What follows belongs to an exercise in optimizing a design on an open flow for small area, a short achievable clock period and few clock cycles per item; a production flow would make more cautious choices. Power figures rest on the tool's default switching activity, not on a simulated workload.

Design frame_buffer_pool_manager_top, start of the top module:
module frame_buffer_pool_manager_top
(
    input  wire logic        clk,
    input  wire logic        rst_n,
    input  wire logic        start,
    output logic             busy,
    input  wire logic [34:0] request,
    output logic             done,
    output logic [44:0]      result
);
    logic       v;
    logic       pn;
    logic       ps;
    logic       cs;
    logic       rt;
    logic       cl;
    logic       rp;
    logic [1:0] idx;
    fbpm_ctrl u_ctrl (
        .clk     (clk),
        .rst_n   (rst_n),
        .start   (start),
        .busy    (busy),
        .request (request),
        .v       (v),
        .pn      (pn),
        .ps      (ps),
        .cs      (cs),
        .rt      (rt),
        .cl      (cl),
        .rp      (rp),
        .idx     (idx)
    );
    fbpm_datapath u_datapath (
        .clk     (clk),
        .rst_n   (rst_n),
        .v       (v),
        .pn      (pn),
        .ps      (ps),
        .cs      (cs),
        .rt      (rt),
        .cl      (cl),
        .rp      (rp),
        .idx     (idx),
        .done    (done),
        .result  (result)
    );
endmodule
==> flow/config.mk <==
export PLATFORM = sky130hd
export DESIGN_NAME = frame_buffer_pool_manager_top
export DESIGN_NICKNAME = frame_buffer_pool_manager_top
export VERILOG_FILES = /design/flow/design.v
export SDC_FILE = /design/flow/constraint.sdc
export NUM_CORES = 4
export LEC_CHECK = 0
export CAP_MARGIN = 20
export CORE_MARGIN = 2
export CORE_UTILIZATION = 65
export PLACE_DENSITY = 0.75
export SETUP_SLACK_MARGIN = 3.9
export SLEW_MARGIN = 20
==> flow/constraint.sdc <==
create_clock -name core_clock -period 6.0 [get_ports {clk}]
set_input_delay 1.2000 -clock core_clock [delete_from_list [all_inputs] [get_ports {clk}]]
set_output_delay 1.2000 -clock core_clock [all_outputs]
set_load 0.01 [all_outputs]
standard.sh (not shown) runs the stock make flow with config.mk's settings and CLKGATE_MAP_FILE= SYNTH_SCRIPT=/design/flow/synth_recipe.tcl, a recipe that flattens the netlist after the stock synthesis.
==> flow/flow/run.sh <==
#!/bin/bash
# The standard layout, with these ORFS settings changed:
export BUFFER_PORTS_ARGS="-buffer_cell sky130_fd_sc_hd__buf_2"
export CTS_ARGS="-sink_clustering_enable -repair_clock_nets -dont_use_dummy_load -buf_list sky130_fd_sc_hd__clkbuf_8"
bash standard.sh > standard.log 2>&1
==> next run, changes <==
- CORE_UTILIZATION: 65 -> 40
- PLACE_DENSITY: 0.75 -> not set
=> Power goes up by 0.88%; combinational power stays flat; routed wire length rose by 3.2%; sequential power barely changes; sequential share of layout area came out lower by 0.62 points; cell area goes up by 1.7%; via count fell by 3.4%.
No functional check of the RTL was part of any run of this note.

---

frame_buffer_pool_manager_top, a different RTL version from the one above (not shown whole).
Size: ~85 I/O pins, about 0.0073 sq mm of cells after synthesis.
==> flow/config.mk <==
export PLATFORM = sky130hd
export DESIGN_NAME = frame_buffer_pool_manager_top
export DESIGN_NICKNAME = frame_buffer_pool_manager_top
export VERILOG_FILES = /design/flow/design.v
export SDC_FILE = /design/flow/constraint.sdc
export NUM_CORES = 4
export LEC_CHECK = 0
export CAP_MARGIN = 20
export CORE_MARGIN = 2
export CORE_UTILIZATION = 40
export SETUP_SLACK_MARGIN = 3.6
export SLEW_MARGIN = 20
==> flow/constraint.sdc <==
create_clock -name core_clock -period 6.0 [get_ports {clk}]
set_input_delay 1.2000 -clock core_clock [delete_from_list [all_inputs] [get_ports {clk}]]
set_output_delay 1.2000 -clock core_clock [all_outputs]
set_load 0.01 [all_outputs]
==> flow/flow/run.sh <==
#!/bin/bash
# Standard layout, with the ports buffered by buf_2 cells.
export BUFFER_PORTS_ARGS="-buffer_cell sky130_fd_sc_hd__buf_2"
bash standard.sh > standard.log 2>&1
Rerun with:
--- a/flow/config.mk
+++ b/flow/config.mk
@@ -9,4 +9,6 @@
 export CORE_MARGIN = 2
 export CORE_UTILIZATION = 40
+export CTS_BUF_LIST = sky130_fd_sc_hd__clkbuf_8
+export CTS_CLUSTER_SIZE = 30
 export SETUP_SLACK_MARGIN = 3.6
 export SLEW_MARGIN = 20
Final area shrinks by 2.6%.
Total power shrinks by 8.5%.
Register-to-register slack degrades by 0.08 ns.
Combinational power rose by 8.8%.
Die area is unchanged.
Hold slack hardly moves.
Core utilization decreases by 1.3 points.
Routed wire length shrinks by 1.4%.
Maximum frequency is higher by 0.69%.
Rerun with:
==> flow/run.sh (new file) <==
#!/bin/bash
# synth_recipe.tcl (not shown) runs the flow's synth.tcl, then flattens the netlist and writes it again
# the make line also repeats each setting of config.mk as NAME=value (left out here)
make -C /OpenROAD-flow-scripts/flow DESIGN_CONFIG=/design/flow/config.mk WORK_HOME=/design/flow/orfs CLKGATE_MAP_FILE= SYNTH_SCRIPT=/design/flow/synth_recipe.tcl finish
--- a/flow/config.mk
+++ b/flow/config.mk
@@ -9,6 +9,4 @@
 export CORE_MARGIN = 2
 export CORE_UTILIZATION = 40
-export CTS_BUF_LIST = sky130_fd_sc_hd__clkbuf_8
-export CTS_CLUSTER_SIZE = 30
 export SETUP_SLACK_MARGIN = 3.6
 export SLEW_MARGIN = 20
removed: flow/flow/run.sh
removed: flow/standard.sh
Global-route usage stays flat.
Power went up by 7.6%.
Clock power is higher by about 20%.
Die area is unchanged.
First-iteration DRC count climbs by 28%.
Worst setup slack is worse by 0.090 ns.
Final cell count grows by 0.71%.
Routed wire length rose by 2.7%.
Worst hold slack got worse by 0.0056 ns.
Rerun with:
==> flow/flow/run.sh (new file) <==
#!/bin/bash
# The standard layout, with these ORFS settings changed:
export BUFFER_PORTS_ARGS="-buffer_cell sky130_fd_sc_hd__buf_2"
export CTS_ARGS="-sink_clustering_enable -repair_clock_nets -dont_use_dummy_load -buf_list sky130_fd_sc_hd__clkbuf_8 -sink_clustering_size 30 -sink_clustering_max_diameter 60"
bash standard.sh > standard.log 2>&1
==> flow/standard.sh (new file) <==
#!/bin/bash
# synth_recipe.tcl (not shown) runs the flow's synth.tcl, then flattens the netlist and writes it again
# the make line also repeats each setting of config.mk as NAME=value (left out here)
make -C /OpenROAD-flow-scripts/flow DESIGN_CONFIG=/design/flow/config.mk WORK_HOME=/design/flow/orfs CLKGATE_MAP_FILE= SYNTH_SCRIPT=/design/flow/synth_recipe.tcl "${@:-finish}"
--- a/flow/config.mk
+++ b/flow/config.mk
@@ -9,4 +9,4 @@
 export CORE_MARGIN = 2
 export CORE_UTILIZATION = 40
-export SETUP_SLACK_MARGIN = 3.6
+export SETUP_SLACK_MARGIN = 3.9
 export SLEW_MARGIN = 20
removed: flow/run.sh
Die area stays the same.
Register-to-register slack gains 0.13 ns.
Wire length grows by 3.0%.
No run of this note included a check of the RTL's function; only the layout flow was run.

afterwards: timing with drivers on the ports:
How much do the figures lean on ideal ports? The routed layouts below were timed once more, with nothing changed but the port constraints. Step 1: set_driving_cell puts a clkbuf_16 on clk and a buf_2 on each other input, an assumption about the parent block. Step 2 adds t to the input delays and takes it off the output delays; t is the mean of the earliest and latest rising clock arrival at the registers after step 1. Input paths then give back, and output paths get back, about the clock's delay inside the block. a / b / c = no drivers / after step 1 / after step 2; a / b = the first two.
run	shift t [ns]	setup WS [ns]	worst data-port slew with drivers (ns)	cell pins on the clock port's net
the first run of note 1	0.484	3.778 / 3.744 / 3.509	0.03	1
the second run of note 1	0.488	3.760 / 3.722 / 3.577	0.05	1
the first run of note 2	0.465	3.536 / 3.491 / 3.333	0.06	1
the second run of note 2	0.486	3.553 / 3.512 / 3.338	0.06	1
the third run of note 2	0.464	3.464 / 3.421 / 3.220	0.05	1
the fourth run of note 2	0.478	3.568 / 3.529 / 3.533	0.06	1
After both steps every run listed still meets setup and hold. For the first run of note 1, which loses most, drivers alone change the setup slack by -0.034 ns; drivers and shift together by -0.269 ns.
